This design comes from an exercise in tuning for small area and few clock cycles per item on the open sky130 flow, not from production work. Only simulation tests tie the RTL to the original design; equivalence was not proved. Power figures rest on the tool's default switching activity, not on a simulated workload.

==> module fixed_point_q24_8_alu, before the edit <==
module fixed_point_q24_8_alu (
   input  logic              clock,
   input  logic              reset,
   input  logic              req_valid,
   output logic              req_ready,
   input  logic [3:0]        req_kind,
   input  logic [WORD_W-1:0] req_operand_a,
   input  logic [WORD_W-1:0] req_operand_b,
   output logic              rsp_valid,
   input  logic              rsp_ready,
   output logic [WORD_W-1:0] rsp_result_value,
   output logic              rsp_compare_flag,
   output logic              rsp_overflow_flag,
   output logic              rsp_divide_by_zero
);
   function automatic logic [WORD_W-1:0] inc_w(logic [WORD_W-1:0] x, logic c);
      logic [WORD_W-1:0] y;
      logic              cc;
      cc = c;
      for (int i = 0; i < WORD_W; i++) begin
         y[i] = x[i] ^ cc;
         cc = cc & x[i];
      end
      inc_w = y;
   endfunction
   logic              vld, busy, op_div, op_md, neg, sticky, cmp_r, dz_r;
   logic [4:0]        cnt;
   logic [R_W-1:0]    r_q;
   logic [S_W-1:0]    s_q;
   logic [WORD_W-1:0] d_q;
   logic accept;
   assign req_ready = !busy && (!vld || rsp_ready);
   assign accept = req_valid && req_ready;
   logic [WORD_W-1:0] s_res;
   logic              s_cmp, s_ovf;
   logic [WORD_W:0] sh_sum, sh_b;
   logic            sh_c;
   fqa_simple_ops u_simple (
      .kind (req_kind),
      .a    (req_operand_a),
      .b    (req_operand_b),
      .sum  (sh_sum),
      .add_b(sh_b),
      .add_c(sh_c),
      .res  (s_res),
      .cmp  (s_cmp),
      .ovf  (s_ovf)
   );
   logic              na, nb, is_mul, is_div;
   logic [WORD_W-1:0] ma, mb, a_sh, b_sh;
   logic [5:0]        la, lb, lb_e;
   logic signed [7:0] sa, n_div;
   logic [5:0]        n_mul;
   logic              mul_zero, mul_ovf, div_dz, div_zero, div_ovf;
   logic              start_mul, start_div, imm_sticky, imm_neg;
   assign na = req_operand_a[WORD_W-1];
   assign nb = req_operand_b[WORD_W-1];
   assign ma = na ? (~req_operand_a + WORD_W'(1)) : req_operand_a;
   assign mb = nb ? (~req_operand_b + WORD_W'(1)) : req_operand_b;
   logic [WORD_W-1:0] av [0:4];
   logic [WORD_W-1:0] bv [0:4];
   logic [4:1]        za, zb;
   assign av[0] = ma;
   assign bv[0] = mb;
   for (genvar l = 0; l < 4; l++) begin : g_norm
      localparam int SH = 16 >> l;
      assign za[4-l] = av[l][WORD_W-1 -: SH] == '0;
      assign zb[4-l] = bv[l][WORD_W-1 -: SH] == '0;
      assign av[l+1] = za[4-l] ? {av[l][WORD_W-SH-1:0], {SH{1'b0}}} : av[l];
      assign bv[l+1] = zb[4-l] ? {bv[l][WORD_W-SH-1:0], {SH{1'b0}}} : bv[l];
   end
   assign la = (av[4][WORD_W-1:WORD_W-2] == 2'b00) ? 6'd32 : {1'b0, za, !av[4][WORD_W-1]};
   assign lb = (bv[4][WORD_W-1:WORD_W-2] == 2'b00) ? 6'd32 : {1'b0, zb, !bv[4][WORD_W-1]};
   assign is_mul = req_kind == OP_MUL;
   assign is_div = req_kind == OP_DIV;
   assign lb_e = {1'b0, zb, 1'b0};
   assign b_sh = bv[4];
   assign a_sh = av[4][WORD_W-1] ? {2'b00, av[4][WORD_W-1:2]} : av[4];
   assign sa = $signed({3'b000, za, 1'b0}) - (av[4][WORD_W-1] ? 8'sd2 : 8'sd0);
   assign n_div = 8'sd10 - sa + $signed({2'b00, lb_e});
   logic mx_a;
   assign mx_a = za >= zb;
   assign n_mul = 6'd32 - (mx_a ? {1'b0, za, 1'b0} : lb_e);
   assign mul_zero = la[5] | lb[5];
   assign mul_ovf = (7'(la) + 7'(lb)) <= 7'd22;
   assign div_dz = lb[5];
   assign div_zero = la[5] || (n_div <= 8'sd0);
   assign div_ovf = n_div >= 8'sd37;
   assign start_mul = is_mul && !mul_zero && !mul_ovf;
   assign start_div = is_div && !div_dz && !div_zero && !div_ovf;
   assign imm_sticky = s_ovf || (is_mul && mul_ovf) || (is_div && (div_dz || div_ovf));
   assign imm_neg = (is_div && div_dz) ? na : (na ^ nb);
   logic [R_W-1:0] r_st [0:STEPS_PER_CYC];
   logic [S_W-1:0] s_st [0:STEPS_PER_CYC];
   logic           st_st [0:STEPS_PER_CYC];
   logic [WORD_W:0] sum_st [0:STEPS_PER_CYC-1];
   assign r_st[0] = r_q;
   assign s_st[0] = s_q;
   assign st_st[0] = sticky;
   assign sh_sum = sum_st[0];
   for (genvar i = 0; i < STEPS_PER_CYC; i++) begin : g_step
      fqa_div_stage #(.SHARED(i == 0)) u_step (
         .is_div (op_div),
         .use_alt(!busy),
         .alt_a  ({req_operand_a[WORD_W-1], req_operand_a}),
         .alt_b  (sh_b),
         .alt_c  (sh_c),
         .sum    (sum_st[i]),
         .r_in   (r_st[i]),
         .s_in   (s_st[i]),
         .st_in  (st_st[i]),
         .d      (d_q),
         .r_out  (r_st[i+1]),
         .s_out  (s_st[i+1]),
         .st_out (st_st[i+1])
      );
   end
   always_ff @(posedge clock) begin
      if (reset) begin
         vld <= 1'b0;
         busy <= 1'b0;
      end else if (busy) begin
         if (cnt == 5'd1 || st_st[STEPS_PER_CYC]) begin
            busy <= 1'b0;
            vld <= 1'b1;
         end
      end else if (accept) begin
         busy <= start_mul || start_div;
         vld <= !(start_mul || start_div);
      end else if (rsp_ready) begin
         vld <= 1'b0;
      end
   end
   always_ff @(posedge clock) begin
      if (busy) begin
         r_q <= r_st[STEPS_PER_CYC];
         s_q <= s_st[STEPS_PER_CYC];
         sticky <= st_st[STEPS_PER_CYC];
         cnt <= cnt - 5'd1;
      end else if (accept) begin
         op_div <= is_div;
         op_md <= is_mul || is_div;
         neg <= (is_mul || is_div) ? imm_neg : (s_ovf && req_operand_a[WORD_W-1]);
         sticky <= imm_sticky;
         cmp_r <= s_cmp;
         dz_r <= is_div && div_dz;
         cnt <= is_div ? n_div[5:1] : n_mul[5:1];
         r_q <= is_div ? {(R_W-WORD_W)'(0), a_sh} : {s_res, (R_W-WORD_W)'(0)};
         s_q <= is_mul ? {(mx_a ? av[4] : b_sh), 1'b0} : '0;
         d_q <= is_div ? b_sh : mx_a ? mb : ma;
      end
   end
   logic [WORD_W-1:0] m;
   logic              rb, ovf_c, ovf;
   assign m = op_div ? s_q[S_W-1:1] : r_q[R_W-1:R_W-WORD_W];
   assign rb = op_div ? s_q[0] : r_q[R_W-WORD_W-1];
   assign ovf_c = op_md && (neg ? (m[WORD_W-1] && ((|m[WORD_W-2:0]) || rb))
                                : (m[WORD_W-1] || ((&m[WORD_W-2:0]) && rb)));
   assign ovf = sticky || ovf_c;
   assign rsp_valid = vld;
   assign rsp_result_value = ovf ? (neg ? MIN_W : MAX_W)
                                 : inc_w(m ^ {WORD_W{neg}}, neg ^ rb);
   assign rsp_compare_flag = cmp_r;
   assign rsp_overflow_flag = ovf;
   assign rsp_divide_by_zero = dz_r;
endmodule
==> flow/config.mk <==
export PLATFORM = sky130hd
export DESIGN_NAME = fixed_point_q24_8_alu
export DESIGN_NICKNAME = fixed_point_q24_8_alu
export VERILOG_FILES = /design/flow/design.v
export SDC_FILE = /design/flow/constraint.sdc
export NUM_CORES = 4
export LEC_CHECK = 0
export CAP_MARGIN = 20
export CORE_MARGIN = 2
export CORE_UTILIZATION = 40
export CTS_BUF_LIST = sky130_fd_sc_hd__clkbuf_8
export SLEW_MARGIN = 20
==> flow/constraint.sdc <==
create_clock -name core_clock -period 15.0 [get_ports {clock}]
set_input_delay 3.0000 -clock core_clock [delete_from_list [all_inputs] [get_ports {clock}]]
set_output_delay 3.0000 -clock core_clock [all_outputs]
set_load 0.01 [all_outputs]
standard.sh (not shown) runs the stock make flow with config.mk's settings and CLKGATE_MAP_FILE= SYNTH_SCRIPT=/design/flow/synth_recipe.tcl, a recipe that flattens the netlist after the stock synthesis.
==> flow/flow/run.sh <==
#!/bin/bash
# Standard layout, with the port buffers made of buf_2 cells.
set -e
export BUFFER_PORTS_ARGS="-buffer_cell sky130_fd_sc_hd__buf_2"
bash standard.sh > standard.log 2>&1
Testbench counts at the start, summed over its fixed seeds: cycles 23,173, items 16,000.
Rerun with:
--- a/flow/design.v
+++ b/flow/design.v
@@ -151,12 +151,36 @@
       for (int i = 0; i < WORD_W; i++) begin
          y[i] = x[i] ^ cc;
          cc = cc & x[i];
       end
       inc_w = y;
    endfunction
+   function automatic logic [WORD_W-1:0] inc_b(logic [WORD_W-1:0] x, logic c);
+      logic [WORD_W-1:0] y;
+      logic              bc, cc;
+      bc = c;
+      for (int k = 0; k < WORD_W / 4; k++) begin
+         cc = bc;
+         for (int i = 0; i < 4; i++) begin
+            y[4*k+i] = x[4*k+i] ^ cc;
+            cc = cc & x[4*k+i];
+         end
+         bc = bc & (&x[4*k +: 4]);
+      end
+      inc_b = y;
+   endfunction
+   function automatic logic [WORD_W-1:0] abs_w(logic [WORD_W-1:0] x);
+      logic [WORD_W-1:0] y;
+      logic              seen;
+      seen = 1'b0;
+      for (int i = 0; i < WORD_W; i++) begin
+         y[i] = x[i] ^ (x[WORD_W-1] & seen);
+         seen = seen | x[i];
+      end
+      abs_w = y;
+   endfunction
    logic              vld, busy, op_div, op_md, neg, sticky, cmp_r, dz_r;
    logic [4:0]        cnt;
    logic [R_W-1:0]    r_q;
    logic [S_W-1:0]    s_q;
    logic [WORD_W-1:0] d_q;
    logic accept;
@@ -183,14 +207,14 @@
    logic signed [7:0] sa, n_div;
    logic [5:0]        n_mul;
    logic              mul_zero, mul_ovf, div_dz, div_zero, div_ovf;
    logic              start_mul, start_div, imm_sticky, imm_neg;
    assign na = req_operand_a[WORD_W-1];
    assign nb = req_operand_b[WORD_W-1];
-   assign ma = na ? (~req_operand_a + WORD_W'(1)) : req_operand_a;
-   assign mb = nb ? (~req_operand_b + WORD_W'(1)) : req_operand_b;
+   assign ma = abs_w(req_operand_a);
+   assign mb = abs_w(req_operand_b);
    logic [WORD_W-1:0] av [0:4];
    logic [WORD_W-1:0] bv [0:4];
    logic [4:1]        za, zb;
    assign av[0] = ma;
    assign bv[0] = mb;
    for (genvar l = 0; l < 4; l++) begin : g_norm
@@ -203,14 +227,16 @@
    assign la = (av[4][WORD_W-1:WORD_W-2] == 2'b00) ? 6'd32 : {1'b0, za, !av[4][WORD_W-1]};
    assign lb = (bv[4][WORD_W-1:WORD_W-2] == 2'b00) ? 6'd32 : {1'b0, zb, !bv[4][WORD_W-1]};
    assign is_mul = req_kind == OP_MUL;
    assign is_div = req_kind == OP_DIV;
    assign lb_e = {1'b0, zb, 1'b0};
    assign b_sh = bv[4];
-   assign a_sh = av[4][WORD_W-1] ? {2'b00, av[4][WORD_W-1:2]} : av[4];
-   assign sa = $signed({3'b000, za, 1'b0}) - (av[4][WORD_W-1] ? 8'sd2 : 8'sd0);
+   logic a_dn;
+   assign a_dn = av[4][WORD_W-1] && !bv[4][WORD_W-1];
+   assign a_sh = a_dn ? {2'b00, av[4][WORD_W-1:2]} : av[4];
+   assign sa = $signed({3'b000, za, 1'b0}) - (a_dn ? 8'sd2 : 8'sd0);
    assign n_div = 8'sd10 - sa + $signed({2'b00, lb_e});
    logic mx_a;
    assign mx_a = za >= zb;
    assign n_mul = 6'd32 - (mx_a ? {1'b0, za, 1'b0} : lb_e);
    assign mul_zero = la[5] | lb[5];
    assign mul_ovf = (7'(la) + 7'(lb)) <= 7'd22;
Result: Area after synthesis is lower by 2.6%; synthesized cell count is lower by 1.3%; power is lower by 4.0%; cell area is lower by 2.3%; wire length is lower by 9.6%; first-iteration DRC count is lower by 5.9%; sequential share of layout area is higher by 0.37 points.
Testbench counts after the change, summed over its fixed seeds: cycles 23,027, items 16,000.

afterwards: timing with drivers on the ports:
The flow's constraints put no driver on any port. The routed layouts listed below were extracted and timed again, unchanged, in two steps.
Step 1 assumes that a clkbuf_16 drives the clock port and a buf_2 every other input.
Step 2 times the ports against the registers' clock, not the clock port: input delays grow and output delays shrink by t, the midpoint of the rising clock arrivals with the driver on.
Slacks: ideal / step 1 / step 2; pairs: ideal / step 1.
| run | t (ns) | slack for setup (ns) | worst setup path after step 2 | pins driven straight from the clock port |
|---|---|---|---|---|
| the first run | 0.552 | 1.482 / 1.522 / 0.970 | input to register | 1 |
| the second run | 0.548 | 0.735 / 0.769 / 0.221 | input to register | 1 |
After both steps setup and hold are still met in every run listed. The setup slack of the second run, which loses most, moves by +0.034 ns with the drivers and by -0.514 ns with both steps.
